From an optimization exercise on the open Yosys and OpenROAD flow, aimed at small area; shortcuts taken in it are not production practice.
In this exercise RTL edits were held to simulation tests only and were not proved equivalent to the original.
The flow treats the clock pin as an ideal source, which a real chip does not have.
Power is estimated from default activity; no workload was simulated.

### flow/design.v
package rv_isa_pkg;
    localparam logic [6:0] OPC_OPIMM  = 7'b0010011;
    localparam logic [6:0] OPC_AUIPC  = 7'b0010111;
    localparam logic [6:0] OPC_LUI    = 7'b0110111;
    localparam logic [6:0] OPC_SYSTEM = 7'b1110011;
    localparam logic [2:0] F3_ADDI = 3'b000;
    localparam logic [2:0] F3_PRIV = 3'b000;
    localparam logic [11:0] IMM_EBREAK = 12'h001;
    typedef enum logic [1:0] {
        CMD_NOP  = 2'd0,   
        CMD_ADD  = 2'd1,   
        CMD_PASS = 2'd2,   
        CMD_HALT = 2'd3    
    } cmd_e;
    typedef struct packed {
        logic [11:0]             imm12;
        logic [5-1:0] rs1;
        logic [2:0]              funct3;
        logic [5-1:0] rd;
        logic [6:0]              opcode;
    } i_fmt_t;
    typedef struct packed {
        logic [19:0]             imm20;
        logic [5-1:0] rd;
        logic [6:0]              opcode;
    } u_fmt_t;
    typedef union packed {
        i_fmt_t i_fmt;
        u_fmt_t u_fmt;
    } inst_u;
endpackage
package core_apb_pkg;
    localparam logic [8-1:0] ADDR_INST     = 8'h00;   
    localparam logic [8-1:0] ADDR_PC       = 8'h04;   
    localparam logic [8-1:0] ADDR_STATUS   = 8'h08;   
    localparam logic [8-1:0] ADDR_REG_BASE = 8'h80;
    localparam int unsigned STAT_HALTED  = 0;   
    localparam int unsigned STAT_ILLEGAL = 1;   
endpackage
module core_top (
    input  logic                    clk,
    input  logic                    arst_n,
    input  logic                    psel,
    input  logic                    penable,
    input  logic                    pwrite,
    input  logic [8-1:0] paddr,
    input  logic [32-1:0]   pwdata,
    output logic [32-1:0]   prdata,
    output logic                    pready,
    output logic                    pslverr
);
    localparam int unsigned NREGS = 1 << 5;
    logic [31:0] inst;
    logic [31:2] pc;
    logic        exec;       
    logic        halted;
    logic        illegal;
    logic        clr;        
    logic [31:0] regs [1:NREGS-1];
    logic [6:0] opcode;
    logic [2:0] funct3;
    logic       is_addi, is_lui, is_auipc, is_ebreak, is_legal;
    assign opcode    = inst[6:0];
    assign funct3    = inst[14:12];
    assign is_addi   = (opcode == 7'b0010011) && (funct3 == 3'b000);
    assign is_lui    = (opcode == 7'b0110111);
    assign is_auipc  = (opcode == 7'b0010111);
    assign is_ebreak = (opcode == 7'b1110011) && (funct3 == 3'b000) && (inst[31:20] == 12'h001);
    assign is_legal  = is_addi || is_lui || is_auipc || is_ebreak;
    logic                access;
    logic                hi;           
    logic                lo_ok;        
    logic [4:0]          ra;           
    logic                ra_en;        
    logic                sel_pc, sel_inst, sel_stat;
    logic [NREGS-1:1]    sel_r;
    logic [31:0]         rdata;
    assign access = psel && penable;
    assign hi     = paddr[7] && (paddr[1:0] == 2'b00);
    assign lo_ok  = (paddr[7:4] == 4'h0) && (paddr[1:0] == 2'b00);
    assign ra       = exec ? inst[19:15] : paddr[6:2];
    assign ra_en    = exec ? is_addi : hi;
    assign sel_pc   = exec ? is_auipc : (lo_ok && (paddr[3:2] == 2'b01));
    assign sel_stat = !exec && lo_ok && (paddr[3:2] == 2'b10);
    assign sel_inst = !exec && lo_ok && (paddr[3:2] == 2'b00);
    always_comb begin
        for (int i = 1; i < NREGS; i++) begin
            sel_r[i] = ra_en && (ra == i[4:0]);
        end
    end
    always_comb begin
        rdata = ({pc, 2'b00} & {32{sel_pc}}) |
                (inst & {32{sel_inst}}) |
                ({30'd0, illegal, halted} & {32{sel_stat}});
        for (int i = 1; i < NREGS; i++) begin
            rdata = rdata | (regs[i] & {32{sel_r[i]}});
        end
    end
    logic wr_ok, rd_ok, inst_we;
    assign wr_ok   = (paddr == 8'h00) && !halted;
    assign rd_ok   = hi || (lo_ok && (paddr[3:2] != 2'b11));
    assign inst_we = access && pwrite && wr_ok;
    assign prdata  = rdata;
    assign pready  = 1'b1;
    assign pslverr = access && (pwrite ? !wr_ok : !rd_ok);
    logic [31:0] imm;
    logic [31:0] result;
    logic [31:0] wdata;
    logic        wen;
    assign imm    = (is_lui || is_auipc) ? {inst[31:12], 12'h000}
                                         : {{20{inst[31]}}, inst[31:20]};
    assign result = rdata + imm;   
    assign wen   = exec && (is_addi || is_lui || is_auipc) && (inst[11:7] != 5'd0);
    assign wdata = clr ? 32'd0 : result;
    always_ff @(posedge clk) begin
        for (int i = 1; i < NREGS; i++) begin
            if (clr || (wen && (inst[11:7] == i[4:0]))) begin
                regs[i] <= wdata;
            end
        end
    end
    always_ff @(posedge clk or negedge arst_n) begin
        if (!arst_n) begin
            clr <= 1'b1;
        end else begin
            clr <= 1'b0;
        end
    end
    always_ff @(posedge clk or negedge arst_n) begin
        if (!arst_n) begin
            inst    <= '0;
            exec    <= 1'b0;
            pc      <= 30'h2000_0000;   
            halted  <= 1'b0;
            illegal <= 1'b0;
        end else begin
            exec <= inst_we;   
            if (inst_we) begin
                inst <= pwdata;
            end
            if (exec) begin
                if (is_ebreak) begin
                    halted <= 1'b1;
                end else begin
                    pc <= pc + 30'd1;
                end
                if (!is_legal) begin
                    illegal <= 1'b1;
                end
            end
        end
    end
endmodule
### flow/run.sh
#!/bin/bash
# synth_recipe.tcl (not shown) runs the flow's synth.tcl, then flattens the netlist and writes it again
# the make line also repeats each setting of config.mk as NAME=value (left out here)
make -C /OpenROAD-flow-scripts/flow DESIGN_CONFIG=/design/flow/config.mk WORK_HOME=/design/flow/orfs CLKGATE_MAP_FILE= SYNTH_SCRIPT=/design/flow/synth_recipe.tcl finish
### flow/config.mk
export PLATFORM = sky130hd
export DESIGN_NAME = core_top
export DESIGN_NICKNAME = core_top
export VERILOG_FILES = /design/flow/design.v
export SDC_FILE = /design/flow/constraint.sdc
export NUM_CORES = 4
export LEC_CHECK = 0
export CAP_MARGIN = 0
export CORE_MARGIN = 2
export CORE_UTILIZATION = 50
export CTS_BUF_LIST = sky130_fd_sc_hd__clkbuf_2 sky130_fd_sc_hd__clkbuf_4
export GPL_TIMING_DRIVEN = 0
export PLACE_DENSITY = 0.65
export SLEW_MARGIN = 0
### flow/constraint.sdc
create_clock -name core_clock -period 8.0 [get_ports {clk}]
set_input_delay 1.6000 -clock core_clock [delete_from_list [all_inputs] [get_ports {clk}]]
set_output_delay 1.6000 -clock core_clock [all_outputs]
set_load 0.01 [all_outputs]
==> results of run 1 <==
## cells by family after synthesis
group,after synthesis,synth area share [%]
other,2,0.01770
XOR/XNOR,57,1.177
flip-flops,1058,74.11
AND/OR/NAND/NOR,633,7.668
multiplexers,26,0.6665
buffers and inverters,160,1.684
AO/OA/AOI/OAI,740,13.71
adder cells (fa/ha/maj),32,0.9615
## metrics by stage
stage               setup TNS (ps)  cell area [µm²]  setup WS, ps  hold WS (ps)  util (%)
CTS                              0            50880         3.660         445.7     60.71
finish                      -177.1            51310        -75.09         500.7     61.21
global placement          -2864890            44610         -4227         484.7     53.22
global route                -248.6            51300        -29.06         484.2     61.20
floorplan                        0            42440         22.94         443.0         -
detailed placement        -1810240            46940         -3627         487.7     56.00
## per-layer routing
metal | wire, µm | global-route usage, % | vias to the layer above
met1 | 56230 | 49.00 | 15330
met2 | 71990 | 55.70 | 3149
met3 | 29880 | 16.73 | 645
met5 | 64 | 0 | -
met4 | 12230 | 24.55 | 10
li1 | - | - | 12230
## final cells by class
cell class / instances / area [µm²] / share of cell area (%)
Antenna cell: 4 / 10.01 / 0.01951
Buffer: 135 / 850.8 / 1.658
Clock buffer: 385 / 2890 / 5.633
Clock inverter: 64 / 326.6 / 0.6365
Inverter: 17 / 63.81 / 0.1244
Multi-Input combinational cell: 1495 / 11270 / 21.96
Sequential cell: 1058 / 31440 / 61.28
Tap cell: 1134 / 1419 / 2.765
Timing Repair Buffer: 213 / 3037 / 5.919
## where the power goes
part / internal (mW) / leakage [nW] / total [mW] / switching [mW]
Sequential: 6.32 / 11.1 / 6.40 / 0.0789
Clock: 2.30 / 1.93 / 4.49 / 2.19
Combinational: 0.196 / 5.97 / 0.667 / 0.471
Total: 8.82 / 19.0 / 11.6 / 2.74
## sequential cells by signal (all words and copies together), names as in the netlist
signal and cells:
halted 1, exec 1, regs 992, pc 30, illegal 1, inst 32
clr 1
## critical path, delay by kind of cell
kind,cells,cell delay [ps]
compound gates,2,1440
simple gates,5,1930
buf+inv,4,1470
## cells in the final DEF, fill, tap and decap left out, types with 38 or more instances in the layout
master and instances:
nand3_1 70, a21oi_1 59, a22o_1 59, a21o_1 38
nor2_1 53, clkdlybuf4s50_1 72, clkinv_1 52, a22oi_1 249
nand4_1 67, a221oi_1 62, edfxtp_1 992, nand2_1 221
clkbuf_4 408, buf_12 45, buf_4 62, dfrtp_1 64
## final timing paths
path,to,slack (ps),depth (start not counted)
hold reg to reg,illegal$_DFFE_PN0P_,500,1
max in group asynchronous,inst[26]$_DFFE_PN0P_,6830,2
min in group core_clock,illegal$_DFFE_PN0P_,500,1
setup / recovery,prdata[23],-80,11
hold / removal,pc[21]$_DFFE_PN0P_,500,1
setup reg to reg,regs[26][30]$_DFFE_PP_,130,23
## timing repair
action,4_1_cts,5_1_grt
gates cloned,4,1
setup buffers,23,22
pin swaps,18,24
resized for setup,177,85
setup endpoints to repair,690,308
==> flow_metrics.py, run 1 <==
metrics = {
    "outcome": {
        "outcome": "failed layout checks",
        "violatedChecks": "capacitance limit, slew limit, setup timing",
    },
    "global_routing": {
        "grt_pass1_vias": 30090,
        "overflow": 0,
        "grt_pass1_wl_mm": 230.1,
        "antenna_found_initial": 9,
        "grt.total_usage_pct": 39.02,
        "grt_max_degree": 44,
    },
    "final_layout": {
        "nets": 3282,
        "synthToLayoutAreaGrowth_pct": 20.94,
        "fill_cells": 6301,
        "drive_above_1_share_pct": 24.03,
        "fin_cells": 4505,
    },
    "logic_synthesis": {
        "synth.largest_area_cell": "edfxtp_1",
        "synth_ff_type": "edfxtp_1",
        "synth-seq-area-share_pct": 74.11,
        "synthTopCellsByArea": "edfxtp_1 70%, a22oi_1 4.4%, dfrtp_1 3.8%",
        "synth_edf_count": 992,
        "yosysMostFrequentCell": "edfxtp_1",
        "synthesis.area_um2": 42420,
        "synth_commonest_cells": "992 x edfxtp_1, 249 x a22oi_1, 224 x nand2_1",
        "yosysTopAreaCellShare_pct": 70.22,
        "yosysWarnings": 2,
        "synth_cells": 2708,
        "ys_seq_elements": 1058,
        "synth.distinct_cells": 108,
        "async_flop_share_pct": 6.238,
        "synth_nets": 2785,
        "syn_area_per_cell_um2": 15.67,
    },
    "detailed_routing": {
        "wl_per_cell_um": 37.82,
        "num_vias": 31360,
        "dr.pass1.iters": 10,
        "drtIter0Drc": 6207,
        "routed_wl_mm": 170.4,
        "ant_nets": 0,
        "drt-vias-per-instance": 6.962,
        "drcViolationCount": 0,
    },
    "flow_run": {
        "cap_viol_max_count": 1,
    },
    "clocking": {
        "cts_max_level": 5,
        "cts_hold_buf": 0,
        "numCtsBuffers": 285,
        "cts_tree": "yes",
        "path_clk_slew_ps": 70,
        "cts-root-buf": "clkbuf_4",
        "clockBufferDepth": 4,
        "cts.sinks": 1058,
        "clk_latency_ps": 1180,
    },
    "die": {
        "die_w_um": 295.3,
        "coreArea_um2": 83820,
        "start_util_pct": 50.61,
        "fp.dieH_um": 295.3,
        "fp.dieArea_um2": 87200,
        "fp-row-count": 106,
        "io_pins": 79,
    },
    "timing": {
        "worst_pin_slew_ps": 1570,
        "fin_ws_ps": -75.09,
        "clock.fmax_mhz": 123.8,
        "timing.final.crit_period_ps": 8075,
        "final-max-slew-violation-count": 1,
        "skew_ps": 139.9,
        "hold_viol_final": 0,
        "setup_viol": 4,
        "layout_worst_path_cycle_share_pct": 100.9,
        "relSlewSlack_pct": -4.639,
    },
    "worst_setup_path": {
        "startpoint": "paddr[5]",
        "worstSetupEndpointType": "output port",
        "critPathMaxStageDelay_ps": 1250,
        "worstReg2RegStart": "inst[2]$_DFFE_PN0P_",
        "worstPathArrival_ps": 6480,
        "cp_slowest_cell": "a222oi_1",
        "worstPathCellList": "dlygate4sd2_1 -> and3b_2 -> or2_1 -> buf_6 -> o21ai_2 -> nor2_1 -> clkbuf_2 -> a222oi_1 -> nand4_1 -> or4_4 -> clkdlybuf4s50_1",
        "worstPathRequired_ps": 6400,
        "critPathKind": "primary input to output port",
        "crit_path_max_fanout": 10,
        "start_kind": "primary input",
    },
    "placement": {
        "gp_congestion": 0.9839,
        "hpwl_mm": 112.4,
        "io_buffers": 75,
        "dp_cells": 4008,
    },
    "power_and_ir_drop": {
        "p_leak_nw": 19.04,
        "ir_drop_uv": 140.8,
        "total_power_mw": 11.56,
        "power_density_nw_per_um2": 225.3,
    },
    "hold_path": {
        "hold_class": "primary input to asynchronous set/reset pin",
    },
}
==> run 2: changes to the inputs <==
--- a/flow/config.mk
+++ b/flow/config.mk
@@ -9,6 +9,5 @@
 export CORE_MARGIN = 2
 export CORE_UTILIZATION = 50
-export CTS_BUF_LIST = sky130_fd_sc_hd__clkbuf_2 sky130_fd_sc_hd__clkbuf_4
-export GPL_TIMING_DRIVEN = 0
+export CTS_BUF_LIST = sky130_fd_sc_hd__clkbuf_4
 export PLACE_DENSITY = 0.65
 export SLEW_MARGIN = 0
==> flow_metrics.py, run 2 <==
metrics = {
    "logic_synthesis": {
        "synth.largest_area_cell": "edfxtp_1",
        "synth_commonest_cells": "992 x edfxtp_1, 249 x a22oi_1, 224 x nand2_1",
        "synth_edf_count": 992,
        "synth-seq-area-share_pct": 74.11,
        "async_flop_share_pct": 6.238,
        "synth_cells": 2708,
        "yosysTopAreaCellShare_pct": 70.22,
        "yosysMostFrequentCell": "edfxtp_1",
        "synthTopCellsByArea": "edfxtp_1 70%, a22oi_1 4.4%, dfrtp_1 3.8%",
        "synth_ff_type": "edfxtp_1",
        "synthesis.area_um2": 42420,
        "synth.distinct_cells": 108,
        "synth_nets": 2785,
        "syn_area_per_cell_um2": 15.67,
        "yosysWarnings": 2,
        "ys_seq_elements": 1058,
    },
    "worst_setup_path": {
        "r2r_end": "regs[22][30]$_DFFE_PP_",
        "worstPathArrival_ps": 6050,
        "worst-r2r-setup-slack_ps": 660,
        "path_common_cell": "buf_4",
        "worstReg2RegStart": "inst[4]$_DFFE_PN0P_",
        "cp-endpoint": "prdata[24]",
        "r2r_cells": 25,
        "critPathTopFamily": "buffers and inverters",
        "crit_path_max_fanout": 8,
        "start_kind": "primary input",
        "worstSetupEndpointType": "output port",
        "worstPathRequired_ps": 6400,
        "cp_slowest_cell": "a2111oi_0",
        "worstPathCellList": "clkdlybuf4s50_1 -> buf_4 -> nor4b_1 -> nor2_1 -> buf_4 -> nor2_4 -> buf_4 -> buf_4 -> buf_4 -> a222oi_1 -> nand3_1 -> a2111oi_0 -> nand4_1 -> clkdlybuf4s50_1",
        "cp.depth": 14,
        "startpoint": "paddr[2]",
        "critPathMaxStageDelay_ps": 590,
        "path_buf_inv": 7,
        "critPathKind": "primary input to output port",
    },
    "placement": {
        "hpwl_mm": 102.5,
        "gp_congestion": 1.001,
        "io_buffers": 77,
        "dp_cells": 4145,
        "post_dp_cell_area_um2": 47620,
    },
    "clocking": {
        "path_clk_slew_ps": 70,
        "numCtsBuffers": 289,
        "cts-root-buf": "clkbuf_4",
        "cts_tree": "yes",
        "cts_setup_buffers": 0,
        "clk_latency_ps": 1230,
        "ctsResizeCount": 0,
        "cts.sinks": 1058,
        "clockBufferDepth": 4,
        "cts_hold_buf": 0,
        "cts_max_level": 5,
    },
    "hold_path": {
        "hold_class": "primary input to asynchronous set/reset pin",
    },
    "final_layout": {
        "multi_input_area_um2": 10900,
        "top_register": "regs",
        "synthToLayoutAreaGrowth_pct": 20.04,
        "drive_above_1_share_pct": 26.39,
        "largest_registers": "regs x992, inst x32, pc x30",
        "final_area_um2": 50930,
        "final_common_cell": "edfxtp_1",
        "register_area_um2": 31440,
        "fill_cells": 6447,
        "final_cell_mix": "992 x edfxtp_1, 402 x clkbuf_4, 350 x buf_4, 249 x a22oi_1, 224 x nand2_1",
        "fin_cells": 4618,
        "nets": 3379,
        "largest_reg_flops": 992,
    },
    "power_and_ir_drop": {
        "power_density_nw_per_um2": 225.8,
        "ir_drop_uv": 205.6,
        "p_leak_nw": 19.26,
        "total_power_mw": 11.50,
    },
    "timing": {
        "final-max-slew-violation-count": 0,
        "worst_pin_slew_ps": 1343,
        "layout_worst_path_cycle_share_pct": 95.63,
        "rsz0062_at_grt": "false",
        "skew_ps": 127.8,
        "hold_viol_final": 0,
        "relSlewSlack_pct": 10.03,
        "timing.final.crit_period_ps": 7651,
        "setup_viol": 0,
        "setup_tns_ps": 0,
        "clock.fmax_mhz": 130.7,
    },
    "die": {
        "fp.dieArea_um2": 87200,
        "coreArea_um2": 83820,
        "start_util_pct": 50.61,
        "fp-row-count": 106,
        "io_pins": 79,
        "fp.dieH_um": 295.3,
        "die_w_um": 295.3,
    },
    "global_routing": {
        "grt_pass1_wl_mm": 227.5,
        "antenna_found_initial": 8,
        "grt.total_usage_pct": 38.32,
        "overflow": 0,
        "grt_max_degree": 70,
        "grt_pass1_vias": 29970,
    },
    "detailed_routing": {
        "routed_wl_mm": 167.3,
        "wl_per_cell_um": 36.22,
        "num_vias": 31370,
        "drt-vias-per-instance": 6.792,
        "drcViolationCount": 0,
        "drtIter0Drc": 5149,
        "ant_nets": 0,
        "dr.pass1.iters": 6,
    },
    "flow_run": {
        "cap_viol_max_count": 0,
    },
    "outcome": {
        "outcome": "timing/DRC/antenna clean",
    },
}
## run 2: cell counts after synthesis
No cell type changed its count.
## run 2: cell type report
type                            instances  area share [%]
Clock inverter                         58          0.5086
Sequential cell                      1058           61.74
Clock buffer                          402           5.926
Multi-Input combinational cell       1490           21.41
Antenna cell                           13         0.06388
Timing Repair Buffer                  446           7.439
Inverter                               17          0.1253
Tap cell                             1134           2.786
## run 2: per-stage QoR
step	utilization (%)	hold slack (ps)	worst slack (ps)
3_5_place_dp	56.81	480.1	-396.7
3_3_place_gp	56.81	475.7	-381.0
6_report	60.76	499.1	349.2
5_1_grt	60.75	510.1	158.0
4_1_cts	60.72	492.5	429.9
2_1_floorplan	-	443.0	22.94
## run 2: worst register-to-register path: stages (launching register included)
cell,delay [ps]
dfrtp_1,480
and4b_4,260
and4_1,350
buf_4,310
o211a_1,310
a221oi_1,250
and3_1,200
nand4_1,140
or3_1,460
ha_1,270
fa_1,420
a21o_1,170
a21o_1,210
a21o_1,180
a21oi_1,220
o21bai_1,120
a211o_1,300
a21o_1,200
a21oi_1,220
o31ai_1,200
buf_4,190
a211o_1,270
a221oi_2,290
nand2_1,130
a221oi_2,260
mux2_2,560
## run 2: per-layer routing
| layer | GRT usage [%] | routed length [µm] |
|---|---|---|
| met5 | 0 | 13 |
| met4 | 21.90 | 10350 |
| met3 | 9.705 | 22850 |
| met2 | 56.85 | 73660 |
| met1 | 51.72 | 60410 |
## run 2: cells by family after synthesis
group                    Yosys count  synth area share (%)
AND/OR/NAND/NOR                  633                 7.668
AO/OA/AOI/OAI                    740                 13.71
other                              2               0.01770
XOR/XNOR                          57                 1.177
buffers and inverters            160                 1.684
multiplexers                      26                0.6665
adder cells (fa/ha/maj)           32                0.9615
flip-flops                      1058                 74.11
## run 2: report_power, final
part	internal, mW	total [mW]	switching, mW	leakage, nW
registers	6.33	6.41	0.0811	11.1
logic	0.158	0.602	0.444	6.14
clock network	2.33	4.49	2.16	1.98
## run 2: worst min-delay path by stage
stage | cells after the start | slack (ps) | startpoint | end
5_1_grt | 1 | 510 | pc[8]$_DFFE_PN0P_ | pc[8]$_DFFE_PN0P_
6_report | 1 | 500 | arst_n | inst[15]$_DFFE_PN0P_
2_1_floorplan | 1 | 440 | illegal$_DFFE_PN0P_ | illegal$_DFFE_PN0P_
3_3_place_gp | 1 | 480 | illegal$_DFFE_PN0P_ | illegal$_DFFE_PN0P_
3_5_place_dp | 1 | 480 | pc[8]$_DFFE_PN0P_ | pc[8]$_DFFE_PN0P_
4_1_cts | 1 | 490 | pc[8]$_DFFE_PN0P_ | pc[8]$_DFFE_PN0P_
==> run 3: changes to the inputs <==
==> flow/config.mk (replaced) <==
export PLATFORM = sky130hd
export DESIGN_NAME = core_top
export DESIGN_NICKNAME = core_top
export VERILOG_FILES = /design/flow/design.v
export SDC_FILE = /design/flow/constraint.sdc
export NUM_CORES = 4
export LEC_CHECK = 0
export CAP_MARGIN = 20
export CORE_MARGIN = 2
export CORE_UTILIZATION = 30
export PLACE_DENSITY = 0.5
export SLEW_MARGIN = 20
==> flow_metrics.py, run 3 <==
metrics = {
    "outcome": {
        "outcome": "timing/DRC/antenna clean",
    },
    "final_layout": {
        "synthToLayoutAreaGrowth_pct": 22.84,
        "nets": 3177,
        "final_common_cell": "edfxtp_1",
        "fin_util_pct": 37.26,
        "fin_cells": 5073,
        "largest_reg_flops": 992,
        "fill_cells": 13180,
        "final_area_um2": 52110,
        "top_register": "regs",
        "multi_input_area_um2": 10980,
        "largest_registers": "regs x992, inst x32, pc x30",
        "final_cell_mix": "992 x edfxtp_1, 321 x buf_4, 249 x a22oi_1, 224 x nand2_1, 111 x clkbuf_16",
        "register_area_um2": 31440,
        "drive_above_1_share_pct": 20.09,
    },
    "clocking": {
        "path_clk_slew_ps": 60,
        "cts-root-buf": "clkbuf_16",
        "numCtsBuffers": 111,
        "clk_latency_ps": 730,
        "cts.sinks": 1058,
        "cts_max_level": 3,
        "cts_tree": "yes",
        "clockBufferDepth": 3,
        "cts_setup_buffers": 0,
    },
    "global_routing": {
        "antenna_found_initial": 9,
        "grt_pass1_wl_mm": 240.7,
        "grt_max_degree": 67,
        "grt.total_usage_pct": 24.03,
        "overflow": 0,
        "grt_pass1_vias": 27670,
    },
    "hold_path": {
        "whs_path_depth": 1,
        "hold_class": "flop to flop",
        "min_from": "pc[31]$_DFFE_PN1P_",
        "hold_path_end": "pc[31]$_DFFE_PN1P_",
    },
    "logic_synthesis": {
        "yosysTopAreaCellShare_pct": 70.22,
        "synthesis.area_um2": 42420,
        "synth_commonest_cells": "992 x edfxtp_1, 249 x a22oi_1, 224 x nand2_1",
        "synthTopCellsByArea": "edfxtp_1 70%, a22oi_1 4.4%, dfrtp_1 3.8%",
        "synth.distinct_cells": 108,
        "synth.largest_area_cell": "edfxtp_1",
        "syn_area_per_cell_um2": 15.67,
        "synth_cells": 2708,
        "yosysWarnings": 2,
        "yosysMostFrequentCell": "edfxtp_1",
        "synth-seq-area-share_pct": 74.11,
        "synth_nets": 2785,
        "synth_ff_type": "edfxtp_1",
        "async_flop_share_pct": 6.238,
        "ys_seq_elements": 1058,
        "synth_edf_count": 992,
    },
    "timing": {
        "fin_ws_ps": 350.1,
        "worst_pin_slew_ps": 1133,
        "setup_viol": 0,
        "hold_viol_final": 0,
        "layout_worst_path_cycle_share_pct": 95.62,
        "clock.fmax_mhz": 130.7,
        "final-max-slew-violation-count": 0,
        "fin_hold_ws_ps": 495.4,
        "rsz0062_at_grt": "false",
        "relSlewSlack_pct": 24.47,
        "skew_ps": 59.17,
        "timing.final.crit_period_ps": 7650,
    },
    "power_and_ir_drop": {
        "ir_drop_uv": 210.5,
        "p_clk_share_pct": 42.4,
        "p_sw_mw": 2.798,
        "p_int_mw": 9.401,
        "seqPwrFrac_pct": 52.5,
        "sw_frac_of_total_pct": 22.94,
        "p_leak_nw": 18.94,
        "power_density_nw_per_um2": 234.1,
        "combPwrFrac_pct": 5.1,
    },
    "detailed_routing": {
        "drcViolationCount": 0,
        "routed_wl_mm": 178.4,
        "wl_per_cell_um": 35.17,
        "drt-vias-per-instance": 5.842,
        "drtIter0Drc": 4605,
        "dr.pass1.iters": 6,
        "num_vias": 29630,
        "ant_nets": 0,
    },
    "placement": {
        "post_dp_cell_area_um2": 48490,
        "dp_cells": 4863,
        "gp_congestion": 0.9283,
        "io_buffers": 77,
        "pre_cts_slack_ps": -294.5,
        "hpwl_mm": 107.9,
    },
    "worst_setup_path": {
        "worstSetupEndpointType": "flop",
        "path_common_cell": "a21o_1",
        "r2r_cells": 27,
        "worst-r2r-setup-slack_ps": 780,
        "crit_path_max_fanout": 31,
        "critPathKind": "primary input to flop",
        "worstReg2RegStart": "inst[4]$_DFFE_PN0P_",
        "critPathMaxStageDelay_ps": 480,
        "r2r_end": "regs[5][30]$_DFFE_PP_",
        "start_kind": "primary input",
        "worstPathRequired_ps": 8440,
        "worstPathArrival_ps": 8090,
        "cp_slowest_cell": "or3_1",
    },
    "die": {
        "start_util_pct": 30.33,
        "fp-row-count": 137,
        "die_w_um": 380.1,
        "io_pins": 79,
        "fp.dieArea_um2": 144400,
        "fp.dieH_um": 380.1,
        "coreArea_um2": 139900,
    },
    "flow_run": {
        "cap_viol_max_count": 0,
    },
}
[run 3: cell counts after synthesis]
Identical to the previous run, type by type.
[run 3: layout make-up]
| type | count | share of cell area, % |
|---|---|---|
| clock inverter | 75 | 1.400 |
| timing repair buffer | 422 | 7.073 |
| inverter | 17 | 0.1224 |
| multi-input combinational | 1490 | 21.07 |
| tap | 1876 | 4.504 |
| sequential | 1058 | 60.34 |
| clock buffer | 133 | 5.489 |
| antenna | 2 | 0.009604 |
[run 3: repair_timing]
item	CTS	global route
endpoints found under the setup margin	0	31
gates resized for setup	0	1
hold buffers	0	0
[run 3: cell families after synthesis]
kind of cell,after synthesis,synth area share [%]
xor+xnor,57,1.177
fa+ha+maj,32,0.9615
mux,26,0.6665
flops,1058,74.11
other cells,2,0.01770
buf+inv,160,1.684
compound gates,740,13.71
simple gates,633,7.668
[run 3: how the worst max path moves through the flow]
stage                         from                     end  slack (ps)  cells after the start
after floorplan           paddr[6]  regs[10][22]$_DFFE_PP_          20                     25
after global placement    paddr[5]  regs[24][30]$_DFFE_PP_        -180                     27
after detailed placement  paddr[7]   regs[9][30]$_DFFE_PP_        -290                     26
after CTS                 paddr[7]   regs[6][30]$_DFFE_PP_         430                     27
after global routing      paddr[7]   regs[5][30]$_DFFE_PP_           4                     26
final                     paddr[7]   regs[5][30]$_DFFE_PP_         350                     28
[run 3: stage by stage]
| step | TNS (ps) | total power [mW] |
|---|---|---|
| after detailed placement | -17980 | 7.129 |
| after CTS | 0 | 12.22 |
| after global placement | -7187 | 7.122 |
| final | 0 | 12.20 |
| after floorplan | 0 | 6.719 |
| after global routing | 0 | 12.48 |
[run 3: power by group through the flow]
stage | clock [mW] | sequential (mW) | combinational (mW)
after floorplan | 0 | 6.50 | 0.220
after global placement | 0 | 6.52 | 0.606
after detailed placement | 0 | 6.52 | 0.610
after CTS | 5.20 | 6.41 | 0.612
after global routing | 5.42 | 6.43 | 0.633
final | 5.17 | 6.41 | 0.623
[run 3: layer usage]
layer  global-route usage (%)  vias to the layer above  part of all wire [%]
met5                        0                        -                 0.015
met4                    8.319                        4                   4.0
met3                    4.317                      352                   9.9
met2                    37.17                     1838                    45
met1                    33.90                    15600                    41
li1                         -                    11850                     -
[run 3: worst max-delay path: cells and delay by family]
family	cells	cell delay (ps)
adder cells (fa/ha/maj)	2	700
AO/OA/AOI/OAI	14	3050
buffers and inverters	4	950
AND/OR/NAND/NOR	7	1380
multiplexers	1	390
==> run 4: changes to the inputs <==
--- a/flow/design.v
+++ b/flow/design.v
@@ -52,4 +52,5 @@
     localparam int unsigned NREGS = 1 << 5;
     logic [31:0] inst;
+    logic        inst_vld;   
     logic [31:2] pc;
     logic        exec;       
@@ -71,7 +72,10 @@
     logic                hi;           
     logic                lo_ok;        
-    logic [4:0]          ra;           
-    logic                ra_en;        
-    logic                sel_pc, sel_inst, sel_stat;
+    logic                inst_we;
+    logic [4:0]          ra_d, ra;           
+    logic                ra_en_d, ra_en;     
+    logic                sel_pc_d, sel_pc;
+    logic                sel_inst_d, sel_inst;
+    logic                sel_stat_d, sel_stat;
     logic [NREGS-1:1]    sel_r;
     logic [31:0]         rdata;
@@ -79,9 +83,35 @@
     assign hi     = paddr[7] && (paddr[1:0] == 2'b00);
     assign lo_ok  = (paddr[7:4] == 4'h0) && (paddr[1:0] == 2'b00);
-    assign ra       = exec ? inst[19:15] : paddr[6:2];
-    assign ra_en    = exec ? is_addi : hi;
-    assign sel_pc   = exec ? is_auipc : (lo_ok && (paddr[3:2] == 2'b01));
-    assign sel_stat = !exec && lo_ok && (paddr[3:2] == 2'b10);
-    assign sel_inst = !exec && lo_ok && (paddr[3:2] == 2'b00);
+    always_comb begin
+        if (inst_we) begin
+            ra_d       = pwdata[19:15];
+            ra_en_d    = (pwdata[6:0] == 7'b0010011) && (pwdata[14:12] == 3'b000);
+            sel_pc_d   = (pwdata[6:0] == 7'b0010111);
+            sel_inst_d = 1'b0;
+            sel_stat_d = 1'b0;
+        end else begin
+            ra_d       = paddr[6:2];
+            ra_en_d    = hi;
+            sel_pc_d   = lo_ok && (paddr[3:2] == 2'b01);
+            sel_inst_d = lo_ok && (paddr[3:2] == 2'b00) && inst_vld;
+            sel_stat_d = lo_ok && (paddr[3:2] == 2'b10);
+        end
+    end
+    always_ff @(posedge clk) begin
+        ra <= ra_d;
+    end
+    always_ff @(posedge clk or negedge arst_n) begin
+        if (!arst_n) begin
+            ra_en    <= 1'b0;
+            sel_pc   <= 1'b0;
+            sel_inst <= 1'b0;
+            sel_stat <= 1'b0;
+        end else begin
+            ra_en    <= ra_en_d;
+            sel_pc   <= sel_pc_d;
+            sel_inst <= sel_inst_d;
+            sel_stat <= sel_stat_d;
+        end
+    end
     always_comb begin
         for (int i = 1; i < NREGS; i++) begin
@@ -97,5 +127,5 @@
         end
     end
-    logic wr_ok, rd_ok, inst_we;
+    logic wr_ok, rd_ok;
     assign wr_ok   = (paddr == 8'h00) && !halted;
     assign rd_ok   = hi || (lo_ok && (paddr[3:2] != 2'b11));
@@ -104,17 +134,37 @@
     assign pready  = 1'b1;
     assign pslverr = access && (pwrite ? !wr_ok : !rd_ok);
+    logic        imm_u, imm_i;
     logic [31:0] imm;
     logic [31:0] result;
-    logic [31:0] wdata;
     logic        wen;
-    assign imm    = (is_lui || is_auipc) ? {inst[31:12], 12'h000}
-                                         : {{20{inst[31]}}, inst[31:20]};
-    assign result = rdata + imm;   
-    assign wen   = exec && (is_addi || is_lui || is_auipc) && (inst[11:7] != 5'd0);
-    assign wdata = clr ? 32'd0 : result;
+    assign imm_u = exec && (is_lui || is_auipc);
+    assign imm_i = exec && !(is_lui || is_auipc);
+    assign imm   = ({inst[31:12], 12'h000} & {32{imm_u}}) |
+                   ({{20{inst[31]}}, inst[31:20]} & {32{imm_i}});
+    logic [31:0] ap, ag, bp, bg;
+    always_comb begin
+        ap = rdata ^ imm;
+        ag = rdata & imm;
+        bp = ap;
+        bg = ag;
+        for (int i = 1; i <= 5; i++) begin
+            for (int j = 2**i - 1; j < 32; j = j + 2**i) begin
+                bg[j] = bg[j] | (bp[j] & bg[j - 2**(i-1)]);
+                bp[j] = bp[j] & bp[j - 2**(i-1)];
+            end
+        end
+        for (int i = 5; i > 0; i--) begin
+            for (int j = 2**i + 2**(i-1) - 1; j < 32; j = j + 2**i) begin
+                bg[j] = bg[j] | (bp[j] & bg[j - 2**(i-1)]);
+                bp[j] = bp[j] & bp[j - 2**(i-1)];
+            end
+        end
+        result = ap ^ {bg[30:0], 1'b0};
+    end
+    assign wen = exec && (is_addi || is_lui || is_auipc) && (inst[11:7] != 5'd0);
     always_ff @(posedge clk) begin
         for (int i = 1; i < NREGS; i++) begin
             if (clr || (wen && (inst[11:7] == i[4:0]))) begin
-                regs[i] <= wdata;
+                regs[i] <= result;
             end
         end
@@ -127,15 +177,20 @@
         end
     end
+    always_ff @(posedge clk) begin
+        if (inst_we) begin
+            inst <= pwdata;
+        end
+    end
     always_ff @(posedge clk or negedge arst_n) begin
         if (!arst_n) begin
-            inst    <= '0;
-            exec    <= 1'b0;
-            pc      <= 30'h2000_0000;   
-            halted  <= 1'b0;
-            illegal <= 1'b0;
+            inst_vld <= 1'b0;
+            exec     <= 1'b0;
+            pc       <= 30'h2000_0000;   
+            halted   <= 1'b0;
+            illegal  <= 1'b0;
         end else begin
             exec <= inst_we;   
             if (inst_we) begin
-                inst <= pwdata;
+                inst_vld <= 1'b1;
             end
             if (exec) begin
--- a/flow/config.mk
+++ b/flow/config.mk
@@ -6,7 +6,11 @@
 export NUM_CORES = 4
 export LEC_CHECK = 0
-export CAP_MARGIN = 20
+export CAP_MARGIN = 15
 export CORE_MARGIN = 2
-export CORE_UTILIZATION = 30
-export PLACE_DENSITY = 0.5
-export SLEW_MARGIN = 20
+export CORE_UTILIZATION = 45
+export CTS_BUF_LIST = sky130_fd_sc_hd__clkbuf_4 sky130_fd_sc_hd__clkbuf_8
+export CTS_CLUSTER_DIAMETER = 50
+export CTS_CLUSTER_SIZE = 12
+export GPL_TIMING_DRIVEN = 0
+export PLACE_DENSITY = 0.6
+export SLEW_MARGIN = 15
==> flow_metrics.py, run 4 <==
metrics = {
    "outcome": {
        "outcome": "failed layout checks",
        "violatedChecks": "setup timing",
    },
    "worst_setup_path": {
        "worstPathArrival_ps": 8620,
        "r2r_cells": 19,
        "critPathKind": "flop to flop",
        "crit_path_max_fanout": 23,
        "worst-r2r-setup-slack_ps": -40,
        "start_kind": "flop",
        "worstPathRequired_ps": 8590,
        "worstSetupEndpointType": "flop",
        "r2r_end": "regs[30][31]$_DFFE_PP_",
        "worstReg2RegStart": "ra_en$_DFF_PN0_",
    },
    "die": {
        "fp.dieH_um": 302.7,
        "coreArea_um2": 88370,
        "fp-row-count": 109,
        "start_util_pct": 45.42,
        "die_w_um": 302.7,
        "fp.dieArea_um2": 91600,
        "io_pins": 79,
    },
    "logic_synthesis": {
        "yosysWarnings": 2,
        "yosysMostFrequentCell": "edfxtp_1",
        "synth.largest_area_cell": "edfxtp_1",
        "synth_edf_count": 1024,
        "syn_area_per_cell_um2": 17.67,
        "ys_seq_elements": 1068,
        "synthesis.area_um2": 40140,
        "synth-seq-area-share_pct": 79.30,
        "synth.distinct_cells": 50,
        "synth_ff_type": "edfxtp_1",
        "async_flop_share_pct": 3.652,
        "yosysTopAreaCellShare_pct": 76.61,
        "synthTopCellsByArea": "edfxtp_1 77%, a22oi_1 9.0%, dfrtp_1 2.3%",
        "synth_commonest_cells": "1024 x edfxtp_1, 480 x a22oi_1, 134 x nand4_1",
        "synth_nets": 2363,
        "synth_cells": 2272,
    },
    "final_layout": {
        "synthToLayoutAreaGrowth_pct": 16.78,
        "drive_above_1_share_pct": 14.28,
        "nets": 2641,
        "fill_cells": 6985,
        "top_register": "regs",
        "largest_reg_flops": 992,
        "final_cell_mix": "1024 x edfxtp_1, 480 x a22oi_1, 134 x nand4_1, 109 x clkbuf_8, 76 x clkdlybuf4s50_1",
        "largest_registers": "regs x992, inst x32, pc x30",
        "final_common_cell": "edfxtp_1",
    },
    "timing": {
        "hold_viol_final": 0,
        "fin_hold_ws_ps": 471.4,
        "skew_ps": 49.31,
        "timing.final.crit_period_ps": 8035,
        "fin_ws_ps": -35.47,
        "clock.fmax_mhz": 124.4,
        "worst_pin_slew_ps": 1428,
        "relSlewSlack_pct": 4.812,
        "setup_tns_ps": -933.8,
        "layout_worst_path_cycle_share_pct": 100.4,
        "rsz0062_at_grt": "false",
        "final-max-slew-violation-count": 0,
        "setup_viol": 47,
    },
    "detailed_routing": {
        "routed_wl_mm": 162.4,
        "num_vias": 26510,
        "drtIter0Drc": 5733,
        "ant_nets": 0,
        "wl_per_cell_um": 43.07,
        "drt-vias-per-instance": 7.033,
        "drcViolationCount": 0,
        "dr.pass1.iters": 8,
    },
    "clocking": {
        "cts_max_level": 3,
        "clk_latency_ps": 780,
        "cts_hold_buf": 0,
        "cts_setup_buffers": 0,
        "path_clk_slew_ps": 80,
        "ctsResizeCount": 0,
        "numCtsBuffers": 107,
        "clockBufferDepth": 3,
        "cts_tree": "yes",
        "cts-root-buf": "clkbuf_8",
        "cts.sinks": 1068,
    },
    "placement": {
        "io_buffers": 77,
        "hpwl_mm": 106.1,
        "gp_congestion": 0.9686,
    },
    "power_and_ir_drop": {
        "ir_drop_uv": 144.2,
        "total_power_mw": 10.39,
        "power_density_nw_per_um2": 221.7,
        "p_leak_nw": 16.66,
    },
    "hold_path": {
        "whs_path_depth": 1,
        "hold_class": "flop to flop",
        "hold_path_end": "inst_vld$_DFFE_PN0P_",
        "min_from": "inst_vld$_DFFE_PN0P_",
    },
    "global_routing": {
        "grt.total_usage_pct": 35.28,
        "grt_max_degree": 32,
        "antenna_found_initial": 6,
        "overflow": 0,
        "grt_pass1_wl_mm": 213.1,
        "grt_pass1_vias": 24260,
    },
    "flow_run": {
        "cap_viol_max_count": 0,
    },
}
-- run 4: changes by cell type in the layout (fill, tap and decap cells not counted), moves of 63 or more --
| cell | change |
|---|---|
| a221oi_1 | -63 |
| a22oi_1 | +231 |
| clkbuf_8 | +109 |
| clkbuf_2 | +66 |
| nand2_1 | -185 |
| clkbuf_16 | -111 |
| buf_4 | -320 |
| nand4_1 | +68 |
-- run 4: worst max path at each step --
stage	from	endpoint	slack (ps)	cells past startpoint
4_1_cts	ra_en$_DFF_PN0_	regs[12][31]$_DFFE_PP_	480	19
3_5_place_dp	ra_en$_DFF_PN0_	regs[30][30]$_DFFE_PP_	510	16
6_report	ra_en$_DFF_PN0_	regs[30][31]$_DFFE_PP_	-40	19
5_1_grt	ra_en$_DFF_PN0_	regs[3][31]$_DFFE_PP_	70	19
2_1_floorplan	ra_en$_DFF_PN0_	regs[10][31]$_DFFE_PP_	2300	18
3_3_place_gp	ra_en$_DFF_PN0_	regs[14][31]$_DFFE_PP_	-870	18
-- run 4: worst max-delay path, cell delays in order (launching register included) --
cell and delay (ps):
dfrtp_1 470, or4bb_1 280, nor2_1 200, clkbuf_2 480, a222oi_1 910, nand4_1 300, or4_1 780, ha_1 330
fa_1 530, a211oi_1 400, o21ai_0 210, and4_1 350, o211ai_1 430, nand3_1 230, a31oi_1 270, a21oi_1 130
fa_1 630, xor2_1 260, xnor2_2 390, buf_6 260
-- run 4: per-layer routing --
| metal | GRT usage, % | up-vias | wire (µm) |
|---|---|---|---|
| li1 | - | 9991 | - |
| met1 | 47.81 | 13490 | 57030 |
| met2 | 51.29 | 2577 | 69400 |
| met3 | 11.19 | 451 | 25940 |
| met4 | 18.31 | 4 | 9990 |
| met5 | 0 | - | 25 |
-- run 4: cells by family (layout without fill, tap and decap cells) --
| kind of cell | Yosys count | count (layout) | synth area share, % |
|---|---|---|---|
| flip-flops | 1068 | 1068 | 79.30 |
| adder cells (fa/ha/maj) | 46 | 46 | 1.733 |
| AO/OA/AOI/OAI | 613 | 613 | 11.55 |
| AND/OR/NAND/NOR | 351 | 351 | 5.010 |
| multiplexers | 1 | 1 | 0.02805 |
| other | 2 | 9 | 0.01871 |
| buffers and inverters | 146 | 472 | 1.384 |
| XOR/XNOR | 45 | 45 | 0.9820 |
-- run 4: report_power, final --
part	internal, mW	total [mW]	switching [mW]
clock network	1.44	3.34	1.91
logic	0.163	0.529	0.366
registers	6.44	6.52	0.0826
-- run 4: area by class of cell --
| class | instances | area [µm²] | share of cell area, % |
|---|---|---|---|
| Buffer | 114 | 518.0 | 1.105 |
| Timing Repair Buffer | 169 | 2778 | 5.926 |
| Inverter | 32 | 120.1 | 0.2563 |
| Antenna cell | 7 | 17.52 | 0.03737 |
| Clock buffer | 125 | 1620 | 3.457 |
| Sequential cell | 1068 | 31830 | 67.90 |
| Clock inverter | 32 | 287.8 | 0.6139 |
| Multi-Input combinational cell | 1058 | 8247 | 17.59 |
| Tap cell | 1165 | 1458 | 3.110 |
-- run 4: stage by stage --
stage	cell area (µm²)	util, %	instances	setup WS (ps)
floorplan	40140	-	2272	2305
global placement	42370	47.94	3514	-868.8
detailed placement	44910	50.82	3604	511.0
CTS	46820	52.98	3761	477.8
global route	46860	53.02	3764	70.16
finish	46870	53.04	3770	-35.47
==> run 5: changes to the inputs <==
--- a/flow/config.mk
+++ b/flow/config.mk
@@ -14,3 +14,4 @@
 export GPL_TIMING_DRIVEN = 0
 export PLACE_DENSITY = 0.6
+export SETUP_SLACK_MARGIN = 0.6
 export SLEW_MARGIN = 15
==> flow_metrics.py, run 5 <==
metrics = {
    "placement": {
        "post_dp_cell_area_um2": 44910,
        "gp_congestion": 0.9686,
        "hpwl_mm": 106.1,
        "pre_cts_slack_ps": 511.0,
        "io_buffers": 77,
        "dp_cells": 3604,
    },
    "timing": {
        "final-max-slew-violation-count": 10,
        "rsz0062_at_grt": "false",
        "timing.final.crit_period_ps": 7496,
        "skew_ps": 51.52,
        "fin_ws_ps": 504.0,
        "layout_worst_path_cycle_share_pct": 93.70,
        "setup_viol": 0,
        "relSlewSlack_pct": -0.3116,
        "fin_hold_ws_ps": 468.9,
        "worst_pin_slew_ps": 1505,
        "clock.fmax_mhz": 133.4,
        "hold_viol_final": 0,
        "setup_tns_ps": 0,
    },
    "worst_setup_path": {
        "worstReg2RegStart": "ra_en$_DFF_PN0_",
        "startpoint": "ra_en$_DFF_PN0_",
        "crit_path_max_fanout": 31,
        "worstPathArrival_ps": 7890,
        "worstSetupEndpointType": "flop",
        "worstPathCellList": "or4bb_1 -> nor2_1 -> clkbuf_4 -> a222oi_1 -> nand4_1 -> or4_1 -> ha_1 -> fa_1 -> a211oi_1 -> o21ai_0 -> and4_1 -> o211ai_1 -> buf_4 -> nand2_1 -> a21o_1 -> a21o_1 -> fa_1",
        "critPathKind": "flop to flop",
        "worstPathRequired_ps": 8400,
        "critPathMaxStageDelay_ps": 1230,
        "start_kind": "flop",
        "cp_slowest_cell": "fa_1",
    },
    "detailed_routing": {
        "ant_nets": 0,
        "dr.pass1.iters": 7,
        "drcViolationCount": 0,
        "wl_per_cell_um": 43.07,
        "drtIter0Drc": 5699,
        "routed_wl_mm": 162.4,
        "num_vias": 26450,
        "drt-vias-per-instance": 7.013,
    },
    "die": {
        "fp-row-count": 109,
        "io_pins": 79,
        "die_w_um": 302.7,
        "coreArea_um2": 88370,
        "fp.dieArea_um2": 91600,
        "start_util_pct": 45.42,
        "fp.dieH_um": 302.7,
    },
    "logic_synthesis": {
        "yosysTopAreaCellShare_pct": 76.61,
        "synthesis.area_um2": 40140,
        "synth.largest_area_cell": "edfxtp_1",
        "synth_nets": 2363,
        "synth_edf_count": 1024,
        "synthTopCellsByArea": "edfxtp_1 77%, a22oi_1 9.0%, dfrtp_1 2.3%",
        "yosysMostFrequentCell": "edfxtp_1",
        "synth.distinct_cells": 50,
        "syn_area_per_cell_um2": 17.67,
        "ys_seq_elements": 1068,
        "synth_ff_type": "edfxtp_1",
        "synth_cells": 2272,
        "synth-seq-area-share_pct": 79.30,
        "synth_commonest_cells": "1024 x edfxtp_1, 480 x a22oi_1, 134 x nand4_1",
        "async_flop_share_pct": 3.652,
        "yosysWarnings": 2,
    },
    "global_routing": {
        "grt_max_degree": 32,
        "grt.total_usage_pct": 35.28,
        "antenna_found_initial": 6,
        "overflow": 0,
        "grt_pass1_vias": 24260,
        "grt_pass1_wl_mm": 213.1,
    },
    "power_and_ir_drop": {
        "p_leak_nw": 16.66,
        "total_power_mw": 10.38,
        "power_density_nw_per_um2": 221.3,
        "ir_drop_uv": 144.2,
    },
    "clocking": {
        "cts_max_level": 3,
        "cts.sinks": 1068,
        "cts-root-buf": "clkbuf_8",
        "numCtsBuffers": 107,
        "cts_tree": "yes",
        "clockBufferDepth": 3,
        "path_clk_slew_ps": 80,
        "clk_latency_ps": 780,
    },
    "final_layout": {
        "final_common_cell": "edfxtp_1",
        "top_register": "regs",
        "synthToLayoutAreaGrowth_pct": 16.88,
        "fin_cells": 3771,
        "largest_reg_flops": 992,
        "largest_registers": "regs x992, inst x32, pc x30",
        "final_area_um2": 46910,
        "final_cell_mix": "1024 x edfxtp_1, 480 x a22oi_1, 134 x nand4_1, 109 x clkbuf_8, 76 x clkdlybuf4s50_1",
        "fin_util_pct": 53.08,
        "drive_above_1_share_pct": 14.60,
        "nets": 2645,
    },
    "outcome": {
        "outcome": "failed layout checks",
        "violatedChecks": "capacitance limit, slew limit",
    },
    "hold_path": {
        "min_from": "inst_vld$_DFFE_PN0P_",
        "hold_class": "flop to flop",
    },
    "flow_run": {
        "cap_viol_max_count": 1,
    },
}
==> run 5: cell count changes in the layout (fill, tap and decap cells not counted), sizes merged <==
cell / delta
buf: +4
clkinvlp: +2
diode: -3
inv: -2
==> run 5: cell type report <==
type	instances	area [µm²]
antenna	4	10.01
buffer	114	521.8
clock buffer	125	1620
clock inverter	32	287.8
fill	6980	41460
inverter	32	127.6
multi-input combinational	1058	8252
sequential	1068	31830
tap	1165	1458
timing repair buffer	173	2808
==> run 5: report_power, final <==
part | leakage (nW) | switching, mW | internal (mW)
Combinational | 4.59 | 0.365 | 0.164
Clock | 0.976 | 1.90 | 1.44
Sequential | 11.1 | 0.0826 | 6.44
==> run 5: final timing paths <==
check	endpoint	cells after the start	slack, ps
setup / recovery	regs[17][24]$_DFFE_PP_	17	500
hold / removal	inst_vld$_DFFE_PN0P_	1	470
setup reg to reg	regs[17][24]$_DFFE_PP_	17	500
hold reg to reg	inst_vld$_DFFE_PN0P_	1	470
max in group asynchronous	pc[31]$_DFFE_PN1P_	2	6780
min in group asynchronous	pc[7]$_DFFE_PN0P_	1	700
==> run 5: critical path, delay by kind of cell (launching register included) <==
kind	cells	cell delay [ps]
compound gates	6	2030
fa+ha+maj	3	2090
buf+inv	2	540
flops	1	470
simple gates	6	1980
==> run 5: cells by family (layout without fill, tap and decap cells) <==
family          count (synthesis)  after routing  synth area share (%)
flops                        1068           1068                 79.30
xor+xnor                       45             45                0.9820
mux                             1              1               0.02805
simple gates                  351            351                 5.010
other cells                     2              6               0.01871
fa+ha+maj                      46             46                 1.733
buf+inv                       146            476                 1.384
compound gates                613            613                 11.55
==> run 5: routing by layer <==
metal  up-vias  part of all wire (%)  track usage [%]
li1      10010                     -                -
met1     13400                    35            47.81
met2      2568                    43            51.29
met3       469                    16            11.19
met4         4                   6.3            18.31
met5         -                 0.015                0
==> run 5: repair_timing <==
action                     in CTS  in global routing
gates cloned                    0                  0
pin swaps                       1                  3
hold buffers                    0                  0
buffers inserted                0                  4
setup endpoints to repair     147                217
resized for setup               1                  7
==> run 6: changes to the inputs <==
==> flow/flow/run.sh (new file) <==
#!/bin/bash
# Standard synthesis, unchanged; then the standard layout with three changes to
# how it is made:
#  - clock tree: sink clusters of up to 10 on clkbuf_4, and no dummy loads
#  - port buffers: sky130_fd_sc_hd__buf_1 on every input and output port
#  - repair after synthesis may not use buffers larger than buf_4
#    (flow/dont_use.tcl, run before each repairing step)
set -euo pipefail
bash standard.sh synth > synth.log 2>&1
export CTS_ARGS='-sink_clustering_enable -repair_clock_nets -sink_clustering_size 10 -sink_clustering_max_diameter 40 -buf_list {sky130_fd_sc_hd__clkbuf_4} -dont_use_dummy_load'
export BUFFER_PORTS_ARGS="-inputs -outputs -buffer_cell sky130_fd_sc_hd__buf_1"
DU="$PWD/flow/dont_use.tcl"
export PRE_FLOORPLAN_TCL="$DU" PRE_GLOBAL_PLACE_TCL="$DU" PRE_RESIZE_TCL="$DU" PRE_DETAIL_PLACE_TCL="$DU" PRE_CTS_TCL="$DU" PRE_REPAIR_TIMING_POST_PLACE_TCL="$DU" PRE_DETAIL_ROUTE_TCL="$DU"
bash standard.sh > layout.log 2>&1
==> flow/flow/dont_use.tcl (new file) <==
# Keep repair from using the largest buffers, so it fixes slew with smaller ones.
set_dont_use {sky130_fd_sc_hd__buf_6 sky130_fd_sc_hd__buf_8 sky130_fd_sc_hd__buf_12 sky130_fd_sc_hd__buf_16 sky130_fd_sc_hd__bufbuf_8 sky130_fd_sc_hd__bufbuf_16 sky130_fd_sc_hd__clkbuf_16}
==> flow/standard.sh (new file) <==
#!/bin/bash
# synth_recipe.tcl (not shown) runs the flow's synth.tcl, then flattens the netlist and writes it again
# the make line also repeats each setting of config.mk as NAME=value (left out here)
make -C /OpenROAD-flow-scripts/flow DESIGN_CONFIG=/design/flow/config.mk WORK_HOME=/design/flow/orfs CLKGATE_MAP_FILE= SYNTH_SCRIPT=/design/flow/synth_recipe.tcl "${@:-finish}"
==> flow/config.mk (replaced) <==
export PLATFORM = sky130hd
export DESIGN_NAME = core_top
export DESIGN_NICKNAME = core_top
export VERILOG_FILES = /design/flow/design.v
export SDC_FILE = /design/flow/constraint.sdc
export NUM_CORES = 4
export LEC_CHECK = 0
export CAP_MARGIN = 25
export CORE_MARGIN = 2
export CORE_UTILIZATION = 35
export CTS_BUF_LIST = sky130_fd_sc_hd__clkbuf_4
export CTS_CLUSTER_DIAMETER = 40
export CTS_CLUSTER_SIZE = 10
export GPL_TIMING_DRIVEN = 0
export PLACE_DENSITY = 0.55
export SETUP_SLACK_MARGIN = 0.6
export SLEW_MARGIN = 25
removed: flow/run.sh
==> flow_metrics.py, run 6 <==
metrics = {
    "final_layout": {
        "fin_util_pct": 39.37,
        "drive_above_1_share_pct": 15.84,
        "largest_registers": "regs x992, inst x32, pc x30",
        "final_cell_mix": "1024 x edfxtp_1, 480 x a22oi_1, 144 x clkbuf_4, 134 x nand4_1, 99 x buf_4",
        "top_register": "regs",
        "fill_cells": 10360,
        "nets": 2694,
        "final_area_um2": 44900,
        "largest_reg_flops": 992,
        "synthToLayoutAreaGrowth_pct": 11.87,
        "final_common_cell": "edfxtp_1",
    },
    "worst_setup_path": {
        "start_kind": "flop",
        "worstReg2RegStart": "ra_en$_DFF_PN0_",
        "cp_slowest_cell": "or4_4",
        "path_buf_inv": 3,
        "worstSetupEndpointType": "flop",
        "crit_path_max_fanout": 14,
        "worstPathArrival_ps": 7970,
        "critPathKind": "flop to flop",
        "critPathMaxStageDelay_ps": 590,
        "critPathTopFamily": "simple AND/OR/NAND/NOR gates",
        "worstPathCellList": "nand4b_1 -> nor2_1 -> clkbuf_2 -> clkbuf_2 -> a22oi_1 -> nand4_1 -> or4_4 -> ha_2 -> fa_2 -> a211oi_1 -> o21ai_0 -> and4_1 -> o211ai_1 -> nand3_1 -> a31oi_1 -> a21oi_1 -> fa_2 -> xor2_2 -> xnor2_4 -> buf_4",
        "worstPathRequired_ps": 8740,
        "startpoint": "ra_en$_DFF_PN0_",
    },
    "global_routing": {
        "grt.total_usage_pct": 27.40,
        "overflow": 0,
        "grt_max_degree": 32,
        "grt_pass1_vias": 24780,
        "antenna_found_initial": 14,
        "grt_pass1_wl_mm": 215.1,
    },
    "logic_synthesis": {
        "synth_nets": 2363,
        "async_flop_share_pct": 3.652,
        "ys_seq_elements": 1068,
        "yosysTopAreaCellShare_pct": 76.61,
        "synth-seq-area-share_pct": 79.30,
        "synth.distinct_cells": 50,
        "synth_ff_type": "edfxtp_1",
        "synth.largest_area_cell": "edfxtp_1",
        "syn_area_per_cell_um2": 17.67,
        "yosysWarnings": 2,
        "synth_commonest_cells": "1024 x edfxtp_1, 480 x a22oi_1, 134 x nand4_1",
        "synth_edf_count": 1024,
        "synth_cells": 2272,
        "synthTopCellsByArea": "edfxtp_1 77%, a22oi_1 9.0%, dfrtp_1 2.3%",
        "synthesis.area_um2": 40140,
        "yosysMostFrequentCell": "edfxtp_1",
    },
    "placement": {
        "io_buffers": 77,
        "post_dp_cell_area_um2": 43720,
        "hpwl_mm": 109.9,
        "gp_congestion": 0.9275,
    },
    "detailed_routing": {
        "ant_nets": 0,
        "drt-vias-per-instance": 6.507,
        "drtIter0Drc": 5400,
        "wl_per_cell_um": 39.71,
        "drcViolationCount": 0,
        "dr.pass1.iters": 8,
        "routed_wl_mm": 163.6,
        "num_vias": 26800,
    },
    "timing": {
        "timing.final.crit_period_ps": 7232,
        "skew_ps": 115.8,
        "layout_worst_path_cycle_share_pct": 90.41,
        "final-max-slew-violation-count": 0,
        "setup_tns_ps": 0,
        "rsz0062_at_grt": "false",
        "worst_pin_slew_ps": 1133,
        "clock.fmax_mhz": 138.3,
        "relSlewSlack_pct": 24.44,
        "setup_viol": 0,
        "hold_viol_final": 0,
    },
    "clocking": {
        "clk_latency_ps": 1100,
        "path_clk_slew_ps": 90,
        "cts.sinks": 1068,
        "cts_tree": "yes",
        "cts_hold_buf": 0,
        "numCtsBuffers": 143,
    },
    "die": {
        "coreArea_um2": 114000,
        "start_util_pct": 35.20,
        "fp.dieArea_um2": 117400,
        "fp.dieH_um": 342.6,
        "io_pins": 79,
        "fp-row-count": 124,
        "die_w_um": 342.6,
    },
    "hold_path": {
        "hold_class": "primary input to asynchronous set/reset pin",
    },
    "outcome": {
        "outcome": "timing/DRC/antenna clean",
    },
    "flow_run": {
        "cap_viol_max_count": 0,
    },
    "power_and_ir_drop": {
        "power_density_nw_per_um2": 211.9,
        "ir_drop_uv": 142.6,
        "p_leak_nw": 15.78,
    },
}
run 6: cell counts after synthesis:
No cell type changed its count.
run 6: worst reg2reg max path, delay by kind of cell (launching register included):
kind	cells	cell delay [ps]
AOI/OAI and AO/OA	6	1760
xor gates and xnor gates	2	410
adders and majority gates	3	1180
buffers and inverters	3	1220
DFF	1	470
and+or+nand+nor	6	1840
run 6: cell type report:
| cell class | count | area (µm²) | share of cell area [%] |
|---|---|---|---|
| clock buffers | 143 | 1074 | 2.391 |
| repair buffers | 185 | 1075 | 2.394 |
| plain buffers | 114 | 546.8 | 1.218 |
| diodes | 6 | 15.01 | 0.03344 |
| multi-input cells | 1059 | 8343 | 18.58 |
| flip-flops and latches | 1068 | 31830 | 70.89 |
| well taps | 1512 | 1892 | 4.213 |
| inverters | 32 | 127.6 | 0.2842 |
run 6: final timing paths:
check                                    endpoint  slack (ps)  depth (start not counted)
max                        regs[19][31]$_DFFE_PP_         770                         20
min                             pc[4]$_DFFE_PN0P_         360                          1
max reg2reg                regs[19][31]$_DFFE_PP_         770                         20
min reg2reg                  inst_vld$_DFFE_PN0P_         470                          1
max in group asynchronous      pc[31]$_DFFE_PN1P_        6910                          2
min in group core_clock      inst_vld$_DFFE_PN0P_         470                          1
run 6: metal layers:
metal	GRT usage (%)	wire (µm)	vias up	part of all wire, %
met4	14.80	10210	8	6.2
li1	-	-	10100	-
met3	8.267	23480	507	14
met1	36.47	59930	13770	37
met5	0	55	-	0.034
met2	40.23	69900	2417	43
run 6: cells by family (layout without fill, tap and decap cells):
logic type,count (synthesis),count (layout),share of synthesized area [%]
other cells,2,8,0.01871
simple gates,351,351,5.010
fa+ha+maj,46,46,1.733
mux,1,1,0.02805
buf+inv,146,474,1.384
flops,1068,1068,79.30
xor+xnor,45,46,0.9820
compound gates,613,613,11.55
run 6: what timing repair did:
item	in CTS	in global routing
setup endpoints to repair	427	191
gates resized for setup	9	4
cloned	0	1
pin swaps	2	1
buffers inserted	2	0
run 6: where the power goes:
part	switching, mW	internal (mW)	leakage, nW
sequential	0.0845	6.44	11.1
clock	1.75	0.822	0.658
combinational	0.350	0.0773	4.03
total	2.18	7.34	15.8
run 6: metrics by stage:
stage | power, mW | std cells | hold slack [ps] | worst slack, ps
after global routing | 9.732 | 4114 | 326.5 | 651.5
after CTS | 9.496 | 4110 | 279.8 | 604.0
after detailed placement | 7.056 | 3965 | 457.1 | -112.2
after global placement | 7.024 | 3861 | 443.1 | -1389
final | 9.516 | 4119 | 357.6 | 767.6
after floorplan | 6.773 | 2272 | 430.8 | 2305
==> run 7: changes to the inputs <==
==> flow/flow/run.sh (replaced) <==
#!/bin/bash
# Standard synthesis, unchanged; then the standard layout with these changes to
# how it is made:
#  - clock tree: sink clusters of up to 10 on clkbuf_4, and no dummy loads
#  - port buffers: sky130_fd_sc_hd__buf_1 on every input and output port
#  - buffers from synthesis are removed before global placement
#    (flow/place_prep.tcl), and repair may not use buffers larger than buf_4
#    (flow/dont_use.tcl, run before each repairing step)
set -euo pipefail
bash standard.sh synth > synth.log 2>&1
export CTS_ARGS='-sink_clustering_enable -repair_clock_nets -sink_clustering_size 10 -sink_clustering_max_diameter 40 -buf_list {sky130_fd_sc_hd__clkbuf_4} -dont_use_dummy_load'
export BUFFER_PORTS_ARGS="-inputs -outputs -buffer_cell sky130_fd_sc_hd__buf_1"
DU="$PWD/flow/dont_use.tcl"
export PRE_FLOORPLAN_TCL="$DU" PRE_GLOBAL_PLACE_TCL="$PWD/flow/place_prep.tcl" PRE_RESIZE_TCL="$DU" PRE_DETAIL_PLACE_TCL="$DU" PRE_CTS_TCL="$DU" PRE_REPAIR_TIMING_POST_PLACE_TCL="$DU" PRE_DETAIL_ROUTE_TCL="$DU"
bash standard.sh > layout.log 2>&1
==> flow/flow/place_prep.tcl (new file) <==
# Before global placement: drop the buffers that synthesis inserted, so that
# repair (limited to small buffers by dont_use.tcl) buffers the nets itself.
source [file join [file dirname [info script]] dont_use.tcl]
remove_buffers
==> flow_metrics.py, run 7 <==
metrics = {
    "outcome": {
        "outcome": "timing/DRC/antenna clean",
    },
    "global_routing": {
        "overflow": 0,
        "grt_pass1_vias": 24350,
        "grt_max_degree": 32,
        "grt.total_usage_pct": 24.64,
        "antenna_found_initial": 2,
        "grt_pass1_wl_mm": 198.6,
    },
    "logic_synthesis": {
        "async_flop_share_pct": 3.652,
        "synth_edf_count": 1024,
        "synth_ff_type": "edfxtp_1",
        "yosysMostFrequentCell": "edfxtp_1",
        "syn_area_per_cell_um2": 17.67,
        "synth.largest_area_cell": "edfxtp_1",
        "synth-seq-area-share_pct": 79.30,
        "synthesis.area_um2": 40140,
        "yosysTopAreaCellShare_pct": 76.61,
        "synthTopCellsByArea": "edfxtp_1 77%, a22oi_1 9.0%, dfrtp_1 2.3%",
        "synth_nets": 2363,
        "synth.distinct_cells": 50,
        "yosysWarnings": 2,
        "synth_commonest_cells": "1024 x edfxtp_1, 480 x a22oi_1, 134 x nand4_1",
        "synth_cells": 2272,
        "ys_seq_elements": 1068,
    },
    "clocking": {
        "path_clk_slew_ps": 100,
        "cts_tree": "yes",
        "cts.sinks": 1068,
        "cts_hold_buf": 0,
        "clk_latency_ps": 1100,
        "numCtsBuffers": 147,
    },
    "final_layout": {
        "nets": 2642,
        "drive_above_1_share_pct": 16.36,
        "fin_util_pct": 39.43,
        "final_common_cell": "edfxtp_1",
        "top_register": "regs",
        "largest_registers": "regs x992, inst x32, pc x30",
        "final_cell_mix": "1024 x edfxtp_1, 480 x a22oi_1, 160 x buf_4, 147 x clkbuf_4, 134 x nand4_1",
        "largest_reg_flops": 992,
        "synthToLayoutAreaGrowth_pct": 12.03,
    },
    "placement": {
        "gp_congestion": 0.8086,
        "hpwl_mm": 100.9,
        "pre_cts_slack_ps": 485.4,
        "io_buffers": 77,
    },
    "detailed_routing": {
        "dr.pass1.iters": 8,
        "drt-vias-per-instance": 6.283,
        "drtIter0Drc": 4447,
        "num_vias": 25530,
        "drcViolationCount": 0,
        "routed_wl_mm": 146.9,
        "wl_per_cell_um": 36.15,
        "ant_nets": 0,
    },
    "timing": {
        "hold_viol_final": 0,
        "fin_hold_ws_ps": 453.3,
        "rsz0062_at_grt": "false",
        "setup_tns_ps": 0,
        "clock.fmax_mhz": 141.2,
        "final-max-slew-violation-count": 0,
        "worst_pin_slew_ps": 1042,
        "relSlewSlack_pct": 30.45,
        "fin_ws_ps": 916.3,
        "timing.final.crit_period_ps": 7084,
        "setup_viol": 0,
        "skew_ps": 147.5,
        "layout_worst_path_cycle_share_pct": 88.55,
    },
    "flow_run": {
        "cap_viol_max_count": 0,
    },
    "worst_setup_path": {
        "start_kind": "flop",
        "startpoint": "ra[3]$_DFF_P_",
        "worst-r2r-setup-slack_ps": 920,
        "r2r_end": "regs[7][28]$_DFFE_PP_",
        "worstPathCellList": "nor2_1 -> nand3_1 -> nor2_4 -> buf_4 -> buf_4 -> a22oi_1 -> nand4_1 -> or4_4 -> ha_1 -> fa_1 -> a211oi_1 -> o21ai_0 -> and4_1 -> o211ai_1 -> nand3_1 -> a31oi_1 -> nand2b_1 -> fa_1",
        "worstSetupEndpointType": "flop",
        "critPathTopFamily": "simple AND/OR/NAND/NOR gates",
        "critPathKind": "flop to flop",
        "r2r_cells": 18,
        "worstReg2RegStart": "ra[3]$_DFF_P_",
        "worstPathRequired_ps": 8690,
        "crit_path_max_fanout": 31,
        "path_buf_inv": 2,
        "cp_slowest_cell": "fa_1",
        "critPathMaxStageDelay_ps": 1190,
        "worstPathArrival_ps": 7770,
    },
    "power_and_ir_drop": {
        "p_leak_nw": 15.68,
        "power_density_nw_per_um2": 211.4,
        "total_power_mw": 9.504,
        "ir_drop_uv": 121.2,
    },
    "die": {
        "die_w_um": 342.6,
        "coreArea_um2": 114000,
        "io_pins": 79,
        "fp-row-count": 124,
        "fp.dieH_um": 342.6,
        "start_util_pct": 35.20,
        "fp.dieArea_um2": 117400,
    },
    "hold_path": {
        "hold_class": "primary input to asynchronous set/reset pin",
    },
}
==> run 7: cell counts after synthesis <==
Identical to the previous run, type by type.
==> run 7: what timing repair did <==
| item | in CTS | in global routing |
|---|---|---|
| setup buffers | 1 | 0 |
| endpoints found under the setup margin | 32 | 218 |
| gates resized for setup | 3 | 6 |
| pin swaps | 1 | 0 |
| cloned | 0 | 0 |
==> run 7: metrics by stage <==
step / instance area (µm²) / instances
final: 44970 / 4063
after global routing: 44960 / 4062
after CTS: 44940 / 4061
after detailed placement: 43820 / 3913
after global placement: 41880 / 3747
after floorplan: 40140 / 2272
==> run 7: where the power goes <==
group | total, mW | internal [mW] | leakage, nW | switching [mW]
Clock | 2.56 | 0.843 | 0.676 | 1.72
Combinational | 0.419 | 0.0768 | 3.92 | 0.342
Sequential | 6.52 | 6.44 | 11.1 | 0.0843
==> run 7: worst max-delay path by stage <==
stage	to	slack (ps)	cells after the start
3_5_place_dp	regs[6][31]$_DFFE_PP_	490	20
6_report	regs[7][28]$_DFFE_PP_	920	18
5_1_grt	regs[7][28]$_DFFE_PP_	650	18
4_1_cts	regs[7][24]$_DFFE_PP_	770	17
3_3_place_gp	regs[11][31]$_DFFE_PP_	-2860	16
2_1_floorplan	regs[10][31]$_DFFE_PP_	2300	18
==> run 7: metal layers <==
| metal | global-route usage, % | wire, µm |
|---|---|---|
| met4 | 9.229 | 5770 |
| met2 | 38.91 | 67590 |
| met3 | 5.613 | 17970 |
| met1 | 33.26 | 55550 |
| met5 | 0 | 7 |
==> run 7: cells by family after synthesis <==
family / after synthesis / share of synthesized area, %
xor+xnor: 45 / 0.9820
flops: 1068 / 79.30
simple gates: 351 / 5.010
fa+ha+maj: 46 / 1.733
compound gates: 613 / 11.55
buf+inv: 146 / 1.384
mux: 1 / 0.02805
other cells: 2 / 0.01871
==> run 7: area by class of cell <==
type	count	area [µm²]
tap	1512	1892
fill	10310	69070
timing repair buffer	244	1526
sequential	1068	31830
antenna	2	5.005
clock buffer	147	1104
multi-input combinational	1058	8481
inverter	32	127.6

Check on run 7: ideal ports give 0.916 ns setup slack; a clkbuf_16 on the clock port and buf_2 on the inputs give 0.916 ns; moving port delays by the midpoint clock arrival (1.092 ns) as well gives 0.916 ns.
